This is an optimization exercise on Yosys and OpenROAD, whose aim is small area, a short achievable clock period and few clock cycles, not a production implementation. At most, simulation tests tie the RTL to the original design; equivalence was not proved. The clock port is modelled as an ideal driver; clocking choices that lean on that would not hold on a real chip. No activity file was given, so power comes from the tool's default toggle rates.

== trial 61 ==
==> flow/design.v <==
`timescale 1ns/1ps
`default_nettype none
package mem_pkg;
  typedef logic [31:0] addr_t;
  typedef logic [31:0] word_t;
  typedef logic [7:0]  byte_t;
  typedef logic [1:0]  size_t;
  localparam logic [1:0] IO_SELECT = 2'b11;  
endpackage
`default_nettype wire
`timescale 1ns/1ps
`default_nettype none
module mem_unit (
  input  logic                   clk_in,
  input  logic                   rst_in,
  input  logic                   rdy_in,
  input  logic                   fetch_en,
  input  mem_pkg::addr_t         fetch_addr,
  output logic                   fetch_done,
  output mem_pkg::word_t         fetch_data,
  input  logic                   load_en,
  input  mem_pkg::addr_t         load_addr,
  input  mem_pkg::size_t         load_size,
  output logic                   load_done,
  output mem_pkg::word_t         load_data,
  input  logic                   store_en,
  input  mem_pkg::addr_t         store_addr,
  input  mem_pkg::size_t         store_size,
  input  mem_pkg::word_t         store_data,
  output logic                   store_done,
  input  logic                   flush_in,
  input  logic                   io_buffer_full,
  input  mem_pkg::byte_t         mem_din,
  output mem_pkg::byte_t         mem_dout,
  output mem_pkg::addr_t         mem_a,
  output logic                   mem_wr
);
  logic        f_out;       
  logic        s_val;       
  logic [15:0] sw;
  logic [2:0]  fc;
  logic [31:0] fa;          
  logic        fdin;        
  logic        f_sub;       
  logic        d_busy;
  logic        d_st;        
  logic [17:0] d_q;         
  logic [1:0]  d_idx;       
  logic [1:0]  d_last;      
  logic [31:0] sd;          
  logic        ldin;        
  logic        l_fin;       
  logic [1:0]  req_size, req_last;
  logic [17:0] req_addr;
  logic        d_io;        
  logic        stall;
  logic        n1, n2, n4;  
  logic        d_go;        
  logic        f_new;       
  logic        c_out;       
  logic        f_go0;       
  logic        f_done0;     
  logic [2:0]  fc0;
  logic [15:0] sw0;
  assign req_size = load_en ? load_size : store_size;
  assign req_last = req_size[1] ? 2'd3 : {1'b0, req_size[0]};
  assign req_addr = load_en ? load_addr[17:0] : store_addr[17:0];
  assign d_io     = (d_q[17:16] == mem_pkg::IO_SELECT);  
  assign stall    = d_st && d_io && io_buffer_full;
  assign d_go     = d_busy && !stall;
  assign c_out    = fetch_en || (f_out && !flush_in);
  assign f_go0    = !d_busy && !fc[2] && (c_out || s_val);
  assign f_done0  = c_out && (fc[2] || (f_go0 && fc == 3'd3));
  assign fc0      = f_done0 ? 3'd0 : fc + {2'd0, f_go0};
  assign sw0      = f_done0 ? sw + 16'd1 : sw;
  assign f_new    = fetch_en && !(s_val && fetch_addr[17:2] == sw);
  assign mem_a    = {14'd0, d_busy ? d_q : {sw, fc[1:0]}};
  assign mem_dout = sd[7:0];
  assign mem_wr   = rdy_in && d_busy && d_st && !stall;
  assign fetch_data = {f_sub ? mem_din : fa[31:24], fa[23:0]};
  assign n1 = (d_last == 2'd0);
  assign n2 = (d_last == 2'd1);
  assign n4 = d_last[1];
  assign load_data[7:0]   = ({8{n1}} & mem_din) | ({8{n2}} & sd[31:24]) | ({8{n4}} & sd[15:8]);
  assign load_data[15:8]  = ({8{n2}} & mem_din) | ({8{n4}} & sd[23:16]);
  assign load_data[23:16] = {8{n4}} & sd[31:24];
  assign load_data[31:24] = {8{n4}} & mem_din;
  always_ff @(posedge clk_in)
  begin
    if (fdin)
      fa[8*(fc[1:0] - 2'd1) +: 8] <= mem_din;
    if (rdy_in && store_en)
      sd <= store_data;
    else if ((ldin && !l_fin) || (rdy_in && d_go && d_st))
      sd <= {mem_din, sd[31:8]};
  end
  always_ff @(posedge clk_in)
  begin
    if (rst_in)
    begin
      f_out      <= 1'b0;
      s_val      <= 1'b0;
      fc         <= 3'd0;
      fdin       <= 1'b0;
      f_sub      <= 1'b0;
      ldin       <= 1'b0;
      l_fin      <= 1'b0;
      d_busy     <= 1'b0;
      fetch_done <= 1'b0;
      load_done  <= 1'b0;
      store_done <= 1'b0;
    end
    else if (!rdy_in)
    begin
      fdin  <= 1'b0;
      f_sub <= 1'b0;
      ldin  <= 1'b0;
      l_fin <= 1'b0;
      if (l_fin)
      begin
        d_busy    <= 1'b1;
        load_done <= 1'b0;
      end
    end
    else
    begin
      fetch_done <= 1'b0;
      load_done  <= 1'b0;
      store_done <= 1'b0;
      ldin       <= d_go && !d_st;
      l_fin      <= 1'b0;
      if (load_en || store_en)
      begin
        d_busy <= 1'b1;
        d_st   <= store_en;
        d_q    <= req_addr;
        d_idx  <= 2'd0;
        d_last <= req_last;
        store_done <= store_en && req_last == 2'd0 &&
                      (req_addr[17:16] != mem_pkg::IO_SELECT);
      end
      else if (d_go)
      begin
        if (d_idx == d_last)
        begin
          d_busy     <= 1'b0;
          load_done  <= !d_st;
          l_fin      <= !d_st;
          store_done <= d_st && d_io;
        end
        else
        begin
          d_q   <= d_q + 18'd1;
          d_idx <= d_idx + 2'd1;
          if (d_st && !d_io && d_idx + 2'd1 == d_last)
            store_done <= 1'b1;  
        end
      end
      fdin       <= f_go0 && !f_new;
      f_sub      <= f_go0 && c_out && fc == 3'd3 && !f_new;
      fetch_done <= f_done0 && !f_new;
      f_out      <= f_new || (c_out && !f_done0);
      fc         <= f_new ? 3'd0 : fc0;
      sw         <= f_new ? fetch_addr[17:2] : sw0;
      if (fetch_en)
        s_val <= 1'b1;
    end
  end
endmodule
`default_nettype wire
Settings: LEC_CHECK=0, CAP_MARGIN=20, CORE_MARGIN=2, CORE_UTILIZATION=40, SETUP_SLACK_MARGIN=2.6, SLEW_MARGIN=20; clock period 5.0 ns.
standard.sh (not shown) runs the stock make flow with config.mk's settings and CLKGATE_MAP_FILE= SYNTH_SCRIPT=/design/flow/synth_recipe.tcl, a recipe that flattens the netlist after the stock synthesis.
==> flow/flow/run.sh <==
#!/bin/bash
# Standard layout, with the port buffers made of plain buf_1 cells
# (the default pick is the slower and larger clkdlybuf4s50_1); the
# resizer still sizes them up where timing or slew needs it.
set -euo pipefail
export BUFFER_PORTS_ARGS="-buffer_cell sky130_fd_sc_hd__buf_1"
bash standard.sh > flow_make.log 2>&1
Trial 61 finished every step from synthesis to the final layout, and the layout passed the timing, design-rule and antenna checks.
[inputs] build 71 vs trial 61
--- a/flow/design.v
+++ b/flow/design.v
@@ -43,7 +43,8 @@
   logic        fdin;        
   logic        f_sub;       
   logic        d_busy;
-  logic        d_st;        
+  logic        d_wr;        
+  logic        d_io;        
   logic [17:0] d_q;         
   logic [1:0]  d_idx;       
   logic [1:0]  d_last;      
@@ -52,7 +53,6 @@
   logic        l_fin;       
   logic [1:0]  req_size, req_last;
   logic [17:0] req_addr;
-  logic        d_io;        
   logic        stall;
   logic        n1, n2, n4;  
   logic        d_go;        
@@ -65,8 +65,7 @@
   assign req_size = load_en ? load_size : store_size;
   assign req_last = req_size[1] ? 2'd3 : {1'b0, req_size[0]};
   assign req_addr = load_en ? load_addr[17:0] : store_addr[17:0];
-  assign d_io     = (d_q[17:16] == mem_pkg::IO_SELECT);  
-  assign stall    = d_st && d_io && io_buffer_full;
+  assign stall    = d_wr && d_io && io_buffer_full;
   assign d_go     = d_busy && !stall;
   assign c_out    = fetch_en || (f_out && !flush_in);
   assign f_go0    = !d_busy && !fc[2] && (c_out || s_val);
@@ -76,7 +75,7 @@
   assign f_new    = fetch_en && !(s_val && fetch_addr[17:2] == sw);
   assign mem_a    = {14'd0, d_busy ? d_q : {sw, fc[1:0]}};
   assign mem_dout = sd[7:0];
-  assign mem_wr   = rdy_in && d_busy && d_st && !stall;
+  assign mem_wr   = rdy_in && d_wr && !(d_io && io_buffer_full);
   assign fetch_data = {f_sub ? mem_din : fa[31:24], fa[23:0]};
   assign n1 = (d_last == 2'd0);
   assign n2 = (d_last == 2'd1);
@@ -91,7 +90,7 @@
       fa[8*(fc[1:0] - 2'd1) +: 8] <= mem_din;
     if (rdy_in && store_en)
       sd <= store_data;
-    else if ((ldin && !l_fin) || (rdy_in && d_go && d_st))
+    else if ((ldin && !l_fin) || (rdy_in && d_go && d_wr))
       sd <= {mem_din, sd[31:8]};
   end
   always_ff @(posedge clk_in)
@@ -106,6 +105,7 @@
       ldin       <= 1'b0;
       l_fin      <= 1'b0;
       d_busy     <= 1'b0;
+      d_wr       <= 1'b0;
       fetch_done <= 1'b0;
       load_done  <= 1'b0;
       store_done <= 1'b0;
@@ -127,12 +127,13 @@
       fetch_done <= 1'b0;
       load_done  <= 1'b0;
       store_done <= 1'b0;
-      ldin       <= d_go && !d_st;
+      ldin       <= d_go && !d_wr;
       l_fin      <= 1'b0;
       if (load_en || store_en)
       begin
         d_busy <= 1'b1;
-        d_st   <= store_en;
+        d_wr   <= store_en;
+        d_io   <= (req_addr[17:16] == mem_pkg::IO_SELECT);
         d_q    <= req_addr;
         d_idx  <= 2'd0;
         d_last <= req_last;
@@ -144,15 +145,16 @@
         if (d_idx == d_last)
         begin
           d_busy     <= 1'b0;
-          load_done  <= !d_st;
-          l_fin      <= !d_st;
-          store_done <= d_st && d_io;
+          d_wr       <= 1'b0;
+          load_done  <= !d_wr;
+          l_fin      <= !d_wr;
+          store_done <= d_wr && d_io;
         end
         else
         begin
           d_q   <= d_q + 18'd1;
           d_idx <= d_idx + 2'd1;
-          if (d_st && !d_io && d_idx + 2'd1 == d_last)
+          if (d_wr && !d_io && d_idx + 2'd1 == d_last)
             store_done <= 1'b1;  
         end
       end
Findings:
- Compared with trial 61, build 71 shows a lower proportion of synthesized area in mux cells.
- Combinational power share in build 71 is 0.2 points below trial 61.
- Build 71 has completed all stages; timing, DRC and antenna checks passed.
- Trial 61 was carried through to the last stage, and its layout satisfied the timing, design-rule and antenna checks.
- Build 71 has total global routing track utilization below what trial 61 had.
- Summary of build 71 over trial 61: placement-stage worst setup slack went down by 190 ps, clock group total power fell by about 4%, die area moved up, largest fanout on the critical path has increased.
- Changes observed in build 71 relative to trial 61: via count normalized by instance count now sits at about the same level, distinct cell type count of the synthesized netlist now sits higher.
Function was not checked in any run of this note: the RTL went through the layout flow alone.

========
## 05-24
Another version of the RTL of mem_unit (not shown whole).
Size in the first run: ~680 cells after synthesis, roughly 260 I/O pins, about 0.0061 mm² of cells after synthesis.
## mem_unit
module mem_unit (
  input  logic                   clk_in,
  input  logic                   rst_in,
  input  logic                   rdy_in,
  input  logic                   fetch_en,
  input  mem_pkg::addr_t         fetch_addr,
  output logic                   fetch_done,
  output mem_pkg::word_t         fetch_data,
  input  logic                   load_en,
  input  mem_pkg::addr_t         load_addr,
  input  mem_pkg::size_t         load_size,
  output logic                   load_done,
  output mem_pkg::word_t         load_data,
  input  logic                   store_en,
  input  mem_pkg::addr_t         store_addr,
  input  mem_pkg::size_t         store_size,
  input  mem_pkg::word_t         store_data,
  output logic                   store_done,
  input  logic                   flush_in,
  input  logic                   io_buffer_full,
  input  mem_pkg::byte_t         mem_din,
  output mem_pkg::byte_t         mem_dout,
  output mem_pkg::addr_t         mem_a,
  output logic                   mem_wr
);
  logic        f_out;       
  logic        s_val;       
  logic [15:0] sw;
  logic [2:0]  fc;
  logic        fdin;        
  logic        f_sub;       
  logic [31:0] ra;
  logic        d_busy;
  logic        d_run;       
  logic        own;         
  logic        own_w;       
  logic        d_wr;        
  logic        d_io;        
  logic [17:0] d_q;         
  logic [1:0]  d_idx;       
  logic [1:0]  d_last;      
  ...
==> flow/config.mk <==
export PLATFORM = sky130hd
export DESIGN_NAME = mem_unit
export DESIGN_NICKNAME = mem_unit
export VERILOG_FILES = /design/flow/design.v
export SDC_FILE = /design/flow/constraint.sdc
export NUM_CORES = 4
export LEC_CHECK = 0
export CAP_MARGIN = 20
export CORE_MARGIN = 2
export CORE_UTILIZATION = 55
export SETUP_SLACK_MARGIN = 2.5
export SLEW_MARGIN = 20
==> flow/constraint.sdc <==
create_clock -name core_clock -period 5.0 [get_ports {clk_in}]
set_input_delay 1.0000 -clock core_clock [delete_from_list [all_inputs] [get_ports {clk_in}]]
set_output_delay 1.0000 -clock core_clock [all_outputs]
set_load 0.01 [all_outputs]
==> flow/flow/run.sh <==
#!/bin/bash
# Standard layout, except:
# - the port buffers are plain buf_1 cells (the default pick is the slower
#   and larger clkdlybuf4s50_1); the resizer still sizes them up where
#   timing or slew needs it;
# - the clock tree is built by flow/clock_tree.tcl just before the CTS step
#   (one root buffer, one leaf buffer per cluster of flip-flops), and the
#   CTS step is then left with nothing to do. Its usual tree for this small
#   design is 17 leaf buffers of about 8 flip-flops each.
set -euo pipefail
export BUFFER_PORTS_ARGS="-buffer_cell sky130_fd_sc_hd__buf_1"
export PRE_CTS_TCL="$PWD/flow/clock_tree.tcl"
export CTS_ARGS="-clk_nets clk_in"
bash standard.sh > flow_make.log 2>&1
Other scripts of this flow, unchanged in this note and not shown: flow/flow/clock_tree.tcl
05-24 was carried through to the last stage, and its layout satisfied the timing, design-rule and antenna checks.
Changes in 05-19 relative to 05-24:
--- a/flow/design.v
+++ b/flow/design.v
@@ -59,48 +59,44 @@
   logic [1:0]  req_size, req_last;
   logic [17:0] req_addr;
   logic        req_io;
   logic        d_go;        
   logic        d_end;       
   logic        l_start;     
   logic        f_new;       
   logic        c_out;       
   logic        f_go0;       
   logic        f_done0;     
   logic [2:0]  fc0;
   logic [15:0] sw0;
-  logic [17:0] a_bus;       
-  logic [17:0] a_inc;       
   logic        n_busy, n_run, n_wr, n_io, n_fout, n_own;
   logic        f_hold;      
   logic [2:0]  fc_h;
   logic [1:0]  n_idx, n_last;
   logic [2:0]  n_fc;
   assign d_req    = load_en || store_en;
   assign req_size = load_en ? load_size : store_size;
   assign req_last = req_size[1] ? 2'd3 : {1'b0, req_size[0]};
   assign req_addr = load_en ? load_addr[17:0] : store_addr[17:0];
   assign req_io   = (req_addr[17:16] == mem_pkg::IO_SELECT);
   assign d_go     = own && !(d_wr && d_io && io_buffer_full);
   assign d_end    = d_go && d_idx == d_last;
   assign c_out    = fetch_en || (f_out && !flush_in);
   assign f_go0    = !own && !fc[2] && (c_out || s_val) && !store_en;
   assign l_start  = own && !d_run && !d_wr;
   assign f_done0  = c_out && ((fc[2] && !l_start && !store_en) || (f_go0 && fc == 3'd3));
   assign fc0      = f_done0 ? 3'd0 : fc + {2'd0, f_go0};
-  assign sw0      = f_done0 ? a_inc[17:2] : sw;
+  assign sw0      = f_done0 ? sw + 16'd1 : sw;
   assign f_new    = fetch_en && !(s_val && fetch_addr[17:2] == sw);
-  assign a_bus    = own ? d_q : {sw, fc[1:0]};
-  assign a_inc    = a_bus + 18'd1;
-  assign mem_a    = {14'd0, a_bus};
+  assign mem_a    = {14'd0, own ? d_q : {sw, fc[1:0]}};
   assign mem_dout = ({8{wb[0]}} & ra[7:0])   | ({8{wb[1]}} & ra[15:8]) |
                     ({8{wb[2]}} & ra[23:16]) | ({8{wb[3]}} & ra[31:24]);
   assign mem_wr   = rdy_in && own_w && !(d_io && io_buffer_full);
   assign fetch_data = {({8{f_sub}} & mem_din) | ra[31:24], ra[23:0]};
   assign load_data[7:0]   = ({8{ls1}} & mem_din) | ra[7:0];
   assign load_data[15:8]  = ({8{ls2}} & mem_din) | ra[15:8];
   assign load_data[23:16] = ra[23:16];
   assign load_data[31:24] = {8{ls4}} & mem_din;
   logic [1:0] f_lane, l_lane;
   assign f_lane = fc[1:0] - 2'd1;
   assign l_lane = d_idx - 2'd1;
   always_ff @(posedge clk_in)
@@ -216,25 +212,25 @@
         l_fin <= 1'b0;
         ls1   <= 1'b0;
         ls2   <= 1'b0;
         ls4   <= 1'b0;
         if (l_fin)
           load_done <= 1'b0;
       end
       else
       begin
         if (d_req)
           d_q <= req_addr;
         else if (d_go && !d_end)
-          d_q <= a_inc;
+          d_q <= d_q + 18'd1;
         ldin      <= d_go && !d_wr;
         l_fin     <= d_end && !d_wr;
         ls1       <= d_end && !d_wr && d_last == 2'd0;
         ls2       <= d_end && !d_wr && d_last == 2'd1;
         ls4       <= d_end && !d_wr && d_last[1];
         load_done <= d_end && !d_wr;
         store_done <= (n_own && n_wr && !n_io && n_idx == n_last) ||
                       (d_end && d_wr && d_io);
         fdin       <= f_go0 && !f_new;
         f_sub      <= f_go0 && c_out && fc == 3'd3 && !f_new;
         fetch_done <= f_done0 && !f_new;
         sw         <= fetch_en ? fetch_addr[17:2] : sw0;
Findings:
- | met2 track demand over resource in global routing | 05-19 vs 05-24 | 1.6 points lower |
- Non-clock inverter total of the final layout was lower in 05-19 than in 05-24.
- Compared to 05-24, 05-19 has net total in the final layout 20 higher.
- Compared 05-19 vs 05-24, and detailed-routed wire length on met2 is down in 05-19.
- Against 05-24, 05-19 comes in 18 ps lower on time the worst path needs with I/O delays and setup.
Testbench counts of 05-19, summed over its fixed seeds: cycles 68,456.
For 05-24, only the layout was checked, not whether the RTL still works.

[static timing again, ports no longer ideal]
The flow's constraints put no driver on any port. The routed layouts listed below were extracted and timed again, unchanged, in two steps. Step 1 (the two cells are an assumption about what drives the block):
set clk [get_ports {clk_in}]
set_driving_cell -lib_cell sky130_fd_sc_hd__clkbuf_16 $clk
set_driving_cell -lib_cell sky130_fd_sc_hd__buf_2 [delete_from_list [all_inputs] $clk]
Step 2 adds t to the input delays and takes it off the output delays; t is the mean of the earliest and latest rising clock arrival at the registers after step 1. Input paths then give back, and output paths get back, about the clock's delay inside the block. Slacks: ideal / step 1 / step 2; pairs: ideal / step 1.
run	t (ns)	slack for setup (ns)	worst setup path at the end	clock arrival spread, ns	worst slew at a driven data input, ns
trial 61	0.448	2.375 / 2.304 / 2.167	input to register	0.008 / 0.008	0.08
build 71	0.453	2.482 / 2.441 / 2.034	input to register	0.008 / 0.008	0.07
05-24	0.418	2.487 / 2.450 / 2.191	input to register	0.033 / 0.032	0.04
05-19	0.410	2.505 / 2.469 / 2.196	input to register	0.019 / 0.019	0.05
After both steps every run listed still meets setup and hold. For build 71, which loses most, drivers alone change the setup slack by -0.041 ns; drivers and shift together by -0.448 ns.
